Background: an optimization exercise with open tools, aiming at small area. Do not read the settings as production practice.

==> run a <==
==> flow/design.v <==
package vga_fb_pkg;
  localparam int NES_W    = 256;
  localparam int NES_H    = 240;
  localparam int PIX_W    = 6;
  localparam int H_OFFSET = 64;
  localparam int FX_W     = $clog2(NES_W);
  localparam logic [PIX_W-1:0] BORDER_INDEX = 6'h0F;
  typedef enum logic [1:0] {IDLE, FETCH, DRAIN, DONE} fetch_state_t;
  typedef struct packed {
    logic            bank;
    logic [FX_W-1:0] fx;
  } rd_tag_t;
  function automatic logic [15:0] fb_pack(input logic [7:0] y, input logic [7:0] x);
    fb_pack = {y, x};
  endfunction
endpackage
module mod_vga_line_buffer
(
  input  logic             in_clk_25_175_mhz,
  input  logic             in_reset,
  input  logic             wr_en,
  input  logic             wr_bank,
  input  logic [vga_fb_pkg::FX_W-1:0]  wr_addr,
  input  logic [vga_fb_pkg::PIX_W-1:0] wr_data,
  input  logic             rd_bank,
  input  logic [vga_fb_pkg::FX_W-1:0]  rd_addr,
  output logic [vga_fb_pkg::PIX_W-1:0] rd_data
);
  logic [vga_fb_pkg::PIX_W-1:0] mem [2*vga_fb_pkg::NES_W];
  always_ff @(posedge in_clk_25_175_mhz)
    if (wr_en) mem[{wr_bank, wr_addr}] <= wr_data;
  always_ff @(posedge in_clk_25_175_mhz or posedge in_reset)
    if (in_reset) rd_data <= '0;
    else          rd_data <= mem[{rd_bank, rd_addr}];
endmodule
module mod_vga_fb_scheduler
#(
  parameter int RD_LAT = 1
) (
  input  logic             in_clk_25_175_mhz,
  input  logic             in_reset,
  input  logic             in_vga_frame_start,
  input  logic             in_vga_line_start,
  input  logic [9:0]       in_vga_next_x,
  input  logic             in_vga_active,
  input  logic             in_ppu_wr_valid,
  input  logic [7:0]       in_ppu_wr_x,
  input  logic [7:0]       in_ppu_wr_y,
  input  logic [vga_fb_pkg::PIX_W-1:0] in_ppu_wr_data,
  output logic             out_ppu_wr_ready,
  output logic [15:0]      out_fb_addr,
  output logic             out_fb_we,
  output logic [vga_fb_pkg::PIX_W-1:0] out_fb_wdata,
  input  logic [vga_fb_pkg::PIX_W-1:0] in_fb_rdata,
  output logic [vga_fb_pkg::PIX_W-1:0] out_pix_index,
  output logic             out_pix_dim,
  output logic             out_underrun
);
  vga_fb_pkg::fetch_state_t     state;
  logic [vga_fb_pkg::FX_W-1:0]  fx;
  logic [7:0]       fetch_y;
  logic [8:0]       vline;
  logic             front_bank, fetch_done, last_grant;
  logic [RD_LAT:0]  vld_pipe;
  logic             tag_bank [RD_LAT:0];
  logic [vga_fb_pkg::FX_W-1:0]  tag_fx   [RD_LAT:0];
  logic even_ls, abort, kick, rd_req, ppu_gnt, rd_gnt;
  assign even_ls = in_vga_line_start & ~in_vga_frame_start & ~vline[0];
  assign abort   = in_vga_frame_start | even_ls;
  assign kick    = in_vga_frame_start |
                   (even_ls & (({1'b0, vline[8:1]} + 9'd1) < 9'(vga_fb_pkg::NES_H)));
  assign rd_req  = (state == vga_fb_pkg::FETCH) & ~abort;
  assign ppu_gnt = in_ppu_wr_valid & (~rd_req | last_grant);
  assign rd_gnt  = rd_req & ~ppu_gnt;
  assign out_ppu_wr_ready = ppu_gnt;
  always_ff @(posedge in_clk_25_175_mhz or posedge in_reset) begin
    if (in_reset) begin
      state        <= vga_fb_pkg::IDLE;
      fx           <= '0;
      fetch_y      <= '0;
      vline        <= '0;
      front_bank   <= 1'b0;
      fetch_done   <= 1'b0;
      last_grant   <= 1'b0;
      out_underrun <= 1'b0;
      out_fb_we    <= 1'b0;
      out_fb_addr  <= '0;
      out_fb_wdata <= '0;
    end else begin
      if (ppu_gnt | rd_gnt) last_grant <= rd_gnt;
      if (ppu_gnt && in_ppu_wr_y < 8'(vga_fb_pkg::NES_H)) begin
        out_fb_we    <= 1'b1;
        out_fb_addr  <= {in_ppu_wr_y, in_ppu_wr_x};
        out_fb_wdata <= in_ppu_wr_data;
      end else begin
        out_fb_we <= 1'b0;
        if (rd_gnt) out_fb_addr <= {fetch_y, 8'(fx)};
      end
      if (in_vga_frame_start) vline <= '0;
      else if (in_vga_line_start) begin
        if (!vline[0]) begin
          if (!fetch_done) out_underrun <= 1'b1;
          front_bank <= ~front_bank;
        end
        if (vline != 9'd479) vline <= vline + 9'd1;
      end
      if (abort) fetch_done <= 1'b0;
      if (kick) begin
        state   <= vga_fb_pkg::FETCH;
        fx      <= '0;
        fetch_y <= in_vga_frame_start ? 8'd0 : vline[8:1] + 8'd1;
      end else if (abort) state <= vga_fb_pkg::IDLE;
      else begin
        case (state)
          vga_fb_pkg::FETCH: if (rd_gnt) begin
            fx <= fx + 1'b1;
            if (fx == vga_fb_pkg::FX_W'(vga_fb_pkg::NES_W-1)) state <= vga_fb_pkg::DRAIN;
          end
          vga_fb_pkg::DRAIN: if (~|vld_pipe[RD_LAT-1:0]) state <= vga_fb_pkg::DONE;
          vga_fb_pkg::DONE: begin
            fetch_done <= 1'b1;
            state      <= vga_fb_pkg::IDLE;
          end
          default: ;
        endcase
      end
    end
  end
  always_ff @(posedge in_clk_25_175_mhz or posedge in_reset) begin
    if (in_reset) begin
      vld_pipe <= '0;
      for (int k = 0; k <= RD_LAT; k++) begin
        tag_bank[k] <= 1'b0;
        tag_fx[k]   <= '0;
      end
    end else begin
      vld_pipe    <= abort ? '0 : {vld_pipe[RD_LAT-1:0], rd_gnt};
      tag_bank[0] <= ~front_bank;
      tag_fx[0]   <= fx;
      for (int k = 1; k <= RD_LAT; k++) begin
        tag_bank[k] <= tag_bank[k-1];
        tag_fx[k]   <= tag_fx[k-1];
      end
    end
  end
  logic            in_win, win_q;
  logic [vga_fb_pkg::FX_W-1:0] lb_raddr;
  logic [vga_fb_pkg::PIX_W-1:0] lb_rdata;
  assign in_win   = in_vga_active && in_vga_next_x >= 10'(vga_fb_pkg::H_OFFSET) &&
                    in_vga_next_x < 10'(vga_fb_pkg::H_OFFSET + 2*vga_fb_pkg::NES_W);
  assign lb_raddr = vga_fb_pkg::FX_W'((in_vga_next_x - 10'(vga_fb_pkg::H_OFFSET)) >> 1);
  mod_vga_line_buffer u_lb (
    .in_clk_25_175_mhz (in_clk_25_175_mhz),
    .in_reset          (in_reset),
    .wr_en             (vld_pipe[RD_LAT] & ~abort),
    .wr_bank           (tag_bank[RD_LAT]),
    .wr_addr           (tag_fx[RD_LAT]),
    .wr_data           (in_fb_rdata),
    .rd_bank           (front_bank),
    .rd_addr           (lb_raddr),
    .rd_data           (lb_rdata)
  );
  always_ff @(posedge in_clk_25_175_mhz or posedge in_reset)
    if (in_reset) win_q <= 1'b0;
    else          win_q <= in_win;
  assign out_pix_index = win_q ? lb_rdata : vga_fb_pkg::BORDER_INDEX;
  logic line_odd;
  always_ff @(posedge in_clk_25_175_mhz or posedge in_reset) begin
    if (in_reset) begin
      line_odd    <= 1'b0;
      out_pix_dim <= 1'b0;
    end else begin
      if (in_vga_frame_start)     line_odd <= 1'b0;
      else if (in_vga_line_start) line_odd <= vline[0];
      out_pix_dim <= in_win & line_odd;
    end
  end
endmodule
==> flow/run.sh <==
#!/bin/bash
# synth_recipe.tcl (not shown) runs the flow's synth.tcl, then flattens the netlist and writes it again
# the make line also repeats each setting of config.mk as NAME=value (left out here)
make -C /OpenROAD-flow-scripts/flow DESIGN_CONFIG=/design/flow/config.mk WORK_HOME=/design/flow/orfs CLKGATE_MAP_FILE= SYNTH_SCRIPT=/design/flow/synth_recipe.tcl finish
==> flow/config.mk <==
export PLATFORM = sky130hd
export DESIGN_NAME = mod_vga_fb_scheduler
export DESIGN_NICKNAME = mod_vga_fb_scheduler
export VERILOG_FILES = /design/flow/design.v
export SDC_FILE = /design/flow/constraint.sdc
export NUM_CORES = 4
export LEC_CHECK = 0
export CAP_MARGIN = 20
export CORE_MARGIN = 2
export CORE_UTILIZATION = 40
export SLEW_MARGIN = 20
==> flow/constraint.sdc <==
create_clock -name core_clock -period 5.0 [get_ports {in_clk_25_175_mhz}]
set_input_delay 1.0000 -clock core_clock [delete_from_list [all_inputs] [get_ports {in_clk_25_175_mhz}]]
set_output_delay 1.0000 -clock core_clock [all_outputs]
set_load 0.01 [all_outputs]
==> run b: changes against run a <==
==> flow/design.v, changed modules only <==
module mod_vga_lb_word
(
  input  logic                         in_clk_25_175_mhz,
  input  logic                         ld,
  input  logic                         hold,
  input  logic [vga_fb_pkg::PIX_W-1:0] d,
  output logic [vga_fb_pkg::PIX_W-1:0] q
);
  localparam int W = vga_fb_pkg::PIX_W;
  always_ff @(posedge in_clk_25_175_mhz)
    q <= ~((q | {W{ld}}) & (d | {W{hold}}));
endmodule
module mod_vga_line_buffer
(
  input  logic                         in_clk_25_175_mhz,
  input  logic                         swap,
  input  logic                         wr_en,
  input  logic [vga_fb_pkg::FX_W-1:0]  wr_loc,
  input  logic [vga_fb_pkg::PIX_W-1:0] wr_data,
  input  logic [vga_fb_pkg::FX_W-1:0]  rd_loc,
  output logic [vga_fb_pkg::PIX_W-1:0] rd_data
);
  localparam int W = vga_fb_pkg::PIX_W;
  logic [W-1:0] back  [vga_fb_pkg::NES_W];
  logic [W-1:0] front [vga_fb_pkg::NES_W];
  for (genvar p = 0; p < vga_fb_pkg::NES_W; p++) begin : g_col
    logic we;
    assign we = wr_en & (wr_loc == vga_fb_pkg::FX_W'(p));
    mod_vga_lb_word u_back (
      .in_clk_25_175_mhz (in_clk_25_175_mhz),
      .ld (we), .hold (~we), .d (wr_data), .q (back[p])
    );
    mod_vga_lb_word u_front (
      .in_clk_25_175_mhz (in_clk_25_175_mhz),
      .ld (swap), .hold (~swap), .d (back[p]), .q (front[p])
    );
  end
  assign rd_data = front[rd_loc];
endmodule
module mod_vga_fb_scheduler
#(
  parameter int RD_LAT = 1
) (
  input  logic             in_clk_25_175_mhz,
  input  logic             in_reset,
  input  logic             in_vga_frame_start,
  input  logic             in_vga_line_start,
  input  logic [9:0]       in_vga_next_x,
  input  logic             in_vga_active,
  input  logic             in_ppu_wr_valid,
  input  logic [7:0]       in_ppu_wr_x,
  input  logic [7:0]       in_ppu_wr_y,
  input  logic [vga_fb_pkg::PIX_W-1:0] in_ppu_wr_data,
  output logic             out_ppu_wr_ready,
  output logic [15:0]      out_fb_addr,
  output logic             out_fb_we,
  output logic [vga_fb_pkg::PIX_W-1:0] out_fb_wdata,
  input  logic [vga_fb_pkg::PIX_W-1:0] in_fb_rdata,
  output logic [vga_fb_pkg::PIX_W-1:0] out_pix_index,
  output logic             out_pix_dim,
  output logic             out_underrun
);
  localparam int FX_W  = vga_fb_pkg::FX_W;
  localparam int PIX_W = vga_fb_pkg::PIX_W;
  vga_fb_pkg::fetch_state_t state;
  logic [FX_W-1:0]  fx;
  logic [7:0]       fy;
  logic             vodd;
  logic             fetch_done, last_grant, par;
  logic [RD_LAT:0]  vld_pipe;
  logic even_ls, abort, kick, rd_req, ppu_gnt, rd_gnt, lb_we;
  assign even_ls = in_vga_line_start & ~in_vga_frame_start & ~vodd;
  assign abort   = in_vga_frame_start | even_ls;
  assign kick    = in_vga_frame_start | (even_ls & (fy < 8'(vga_fb_pkg::NES_H - 1)));
  assign rd_req  = (state == vga_fb_pkg::FETCH) & ~abort;
  assign ppu_gnt = in_ppu_wr_valid & (~rd_req | last_grant);
  assign rd_gnt  = rd_req & ~ppu_gnt;
  assign out_ppu_wr_ready = ppu_gnt;
  assign lb_we   = vld_pipe[RD_LAT] & ~abort;
  always_ff @(posedge in_clk_25_175_mhz or posedge in_reset) begin
    if (in_reset) begin
      state        <= vga_fb_pkg::IDLE;
      fx           <= '0;
      fy           <= '0;
      vodd         <= 1'b0;
      fetch_done   <= 1'b0;
      last_grant   <= 1'b0;
      out_underrun <= 1'b0;
      out_fb_we    <= 1'b0;
      out_fb_addr  <= '0;
      out_fb_wdata <= '0;
      par          <= 1'b0;
    end else begin
      par <= ~par;
      if (ppu_gnt | rd_gnt) last_grant <= rd_gnt;
      if (ppu_gnt && in_ppu_wr_y < 8'(vga_fb_pkg::NES_H)) begin
        out_fb_we    <= 1'b1;
        out_fb_addr  <= {in_ppu_wr_y, in_ppu_wr_x};
        out_fb_wdata <= in_ppu_wr_data;
      end else begin
        out_fb_we <= 1'b0;
        if (rd_gnt) out_fb_addr <= {fy, 8'(fx)};
      end
      if (in_vga_frame_start) begin
        fy   <= '0;
        vodd <= 1'b0;
      end else if (in_vga_line_start) begin
        if (!vodd) begin
          if (!fetch_done) out_underrun <= 1'b1;
          fy   <= fy + 8'd1;
          vodd <= 1'b1;
        end else if (fy != 8'(vga_fb_pkg::NES_H)) begin   
          vodd <= 1'b0;
        end
      end
      if (abort) fetch_done <= 1'b0;
      if (kick) begin
        state <= vga_fb_pkg::FETCH;
        fx    <= '0;
      end else if (abort) state <= vga_fb_pkg::IDLE;
      else begin
        case (state)
          vga_fb_pkg::FETCH: if (rd_gnt) begin
            fx <= fx + 1'b1;
            if (fx == FX_W'(vga_fb_pkg::NES_W-1)) state <= vga_fb_pkg::DRAIN;
          end
          vga_fb_pkg::DRAIN: if (~|vld_pipe[RD_LAT-1:0]) state <= vga_fb_pkg::DONE;
          vga_fb_pkg::DONE: begin
            fetch_done <= 1'b1;
            state      <= vga_fb_pkg::IDLE;
          end
          default: ;
        endcase
      end
    end
  end
  always_ff @(posedge in_clk_25_175_mhz or posedge in_reset)
    if (in_reset) vld_pipe <= '0;
    else          vld_pipe <= abort ? '0 : {vld_pipe[RD_LAT-1:0], rd_gnt};
  logic [FX_W-1:0] n_young, wr_col;
  always_comb begin
    n_young = '0;
    for (int k = 0; k < RD_LAT; k++) n_young = n_young + FX_W'(vld_pipe[k]);
  end
  assign wr_col = fx - n_young - 1'b1;
  logic            in_win;
  logic [PIX_W-1:0] lb_rdata;
  assign in_win = in_vga_active && in_vga_next_x >= 10'(vga_fb_pkg::H_OFFSET) &&
                  in_vga_next_x < 10'(vga_fb_pkg::H_OFFSET + 2*vga_fb_pkg::NES_W);
  mod_vga_line_buffer u_lb (
    .in_clk_25_175_mhz (in_clk_25_175_mhz),
    .swap              (even_ls),
    .wr_en             (lb_we),
    .wr_loc            (wr_col + FX_W'(vga_fb_pkg::H_OFFSET / 2)),
    .wr_data           (in_fb_rdata ^ {PIX_W{par}}),
    .rd_loc            (in_vga_next_x[FX_W:1]),
    .rd_data           (lb_rdata)
  );
  always_ff @(posedge in_clk_25_175_mhz or posedge in_reset)
    if (in_reset)    out_pix_index <= vga_fb_pkg::BORDER_INDEX;
    else if (in_win) out_pix_index <= lb_rdata ^ {PIX_W{par}};
    else             out_pix_index <= vga_fb_pkg::BORDER_INDEX;
  logic line_odd;
  always_ff @(posedge in_clk_25_175_mhz or posedge in_reset) begin
    if (in_reset) begin
      line_odd    <= 1'b0;
      out_pix_dim <= 1'b0;
    end else begin
      if (in_vga_frame_start)     line_odd <= 1'b0;
      else if (in_vga_line_start) line_odd <= vodd;
      out_pix_dim <= in_win & line_odd;
    end
  end
endmodule
--- a/flow/config.mk
+++ b/flow/config.mk
@@ -7,5 +7,7 @@
 export LEC_CHECK = 0
 export CAP_MARGIN = 20
 export CORE_MARGIN = 2
-export CORE_UTILIZATION = 40
+export CORE_UTILIZATION = 70
+export CTS_BUF_LIST = sky130_fd_sc_hd__clkbuf_4 sky130_fd_sc_hd__clkbuf_8
 export SLEW_MARGIN = 20
+export SYNTH_HIERARCHICAL = 1
==> comparison <==
- Run a passed the timing, design-rule and antenna checks. Run b did not get past 5_1_grt, error GRT-0116.
- In run b the synthesized cell count is higher than in run a, by 42%.
- Of run a and run b, run a has the higher area after synthesis (gap 25%, measured against run b).
==> figures <==
Synthesis warning total: run a 6; run b 11
Final weighted congestion in routability-driven placement: run a 0.856; run b 1.30
Number of storage elements in the synthesis netlist: run a 3155; run b 3128
HPWL Detailed: run a 210000 um; run b 352000 um
Post-synthesis simple-gate area fraction: run a 0.0275; run b 0.0693
EDFF count, synth: run a 3072; run b 0
Count of unique library cells instantiated by Yosys: run a 63; run b 91
Die width: run a 559 um; run b 379 um
Part of the Yosys area used for sequential elements: run a 0.766; run b 0.639
Top_reg_cell synth: run a sky130_fd_sc_hd__edfxtp_1; run b sky130_fd_sc_hd__dfxtp_1
Post-synthesis share of cell area spent on xor and xnor gates: run a 0.00164; run b 0.00267
Proportion of synthesized flip-flops having asynchronous set or reset: run a 0.0263; run b 0.0179
Result of the run: run a no timing/DRC/antenna violations; run b aborted with a tool error
Failing step: run a -; run b 5_1_grt
Clock buffers created by TritonCTS: run a 330; run b 459
Synthesized instance count: run a 6364; run b 9010
Yosys top cell area share: run a 0.749; run b 0.624
Leading cell type by number of instances after synthesis: run a sky130_fd_sc_hd__edfxtp_1; run b sky130_fd_sc_hd__o22ai_1
Worst slack, placed: run a -302 ps; run b -181 ps
Adder-cell share of the synthesized area: run a 0.000610; run b 0.00185
Chip height: run a 559 um; run b 379 um
Yosys top cell by area: run a sky130_fd_sc_hd__edfxtp_1; run b sky130_fd_sc_hd__dfxtp_1
# clock sinks: run a 3155; run b 3128
Library cell used as clock root buffer: run a sky130_fd_sc_hd__clkbuf_16; run b sky130_fd_sc_hd__clkbuf_8
No run of this note included a check of the RTL's function; only the layout flow was run.

[what the ideal ports hide]
How much do the figures lean on ideal ports? The routed layout below was timed once more, with nothing changed but the port constraints. Step 1 assumes that a clkbuf_16 drives the clock port and a buf_2 every other input. Step 2 adds t to the input delays and takes it off the output delays; t is the mean of the earliest and latest rising clock arrival at the registers after step 1. Input paths then give back, and output paths get back, about the clock's delay inside the block. Slacks: no drivers / after step 1 / after step 2; pairs: no drivers / after step 1.
run: run a
shift t [ns]: 0.956
setup WS [ns]: 0.427 / 0.494 / -0.462
worst hold slack (ns): 0.348 / 0.348 / 0.348
slew at the worst register clock pin (ns): 0.08 / 0.08
worst slew at a driven data input, ns: 0.15
With both steps, setup timing fails in run a, where it was met with ideal ports. The setup slack of run a moves by +0.067 ns with the drivers and by -0.889 ns with both steps.
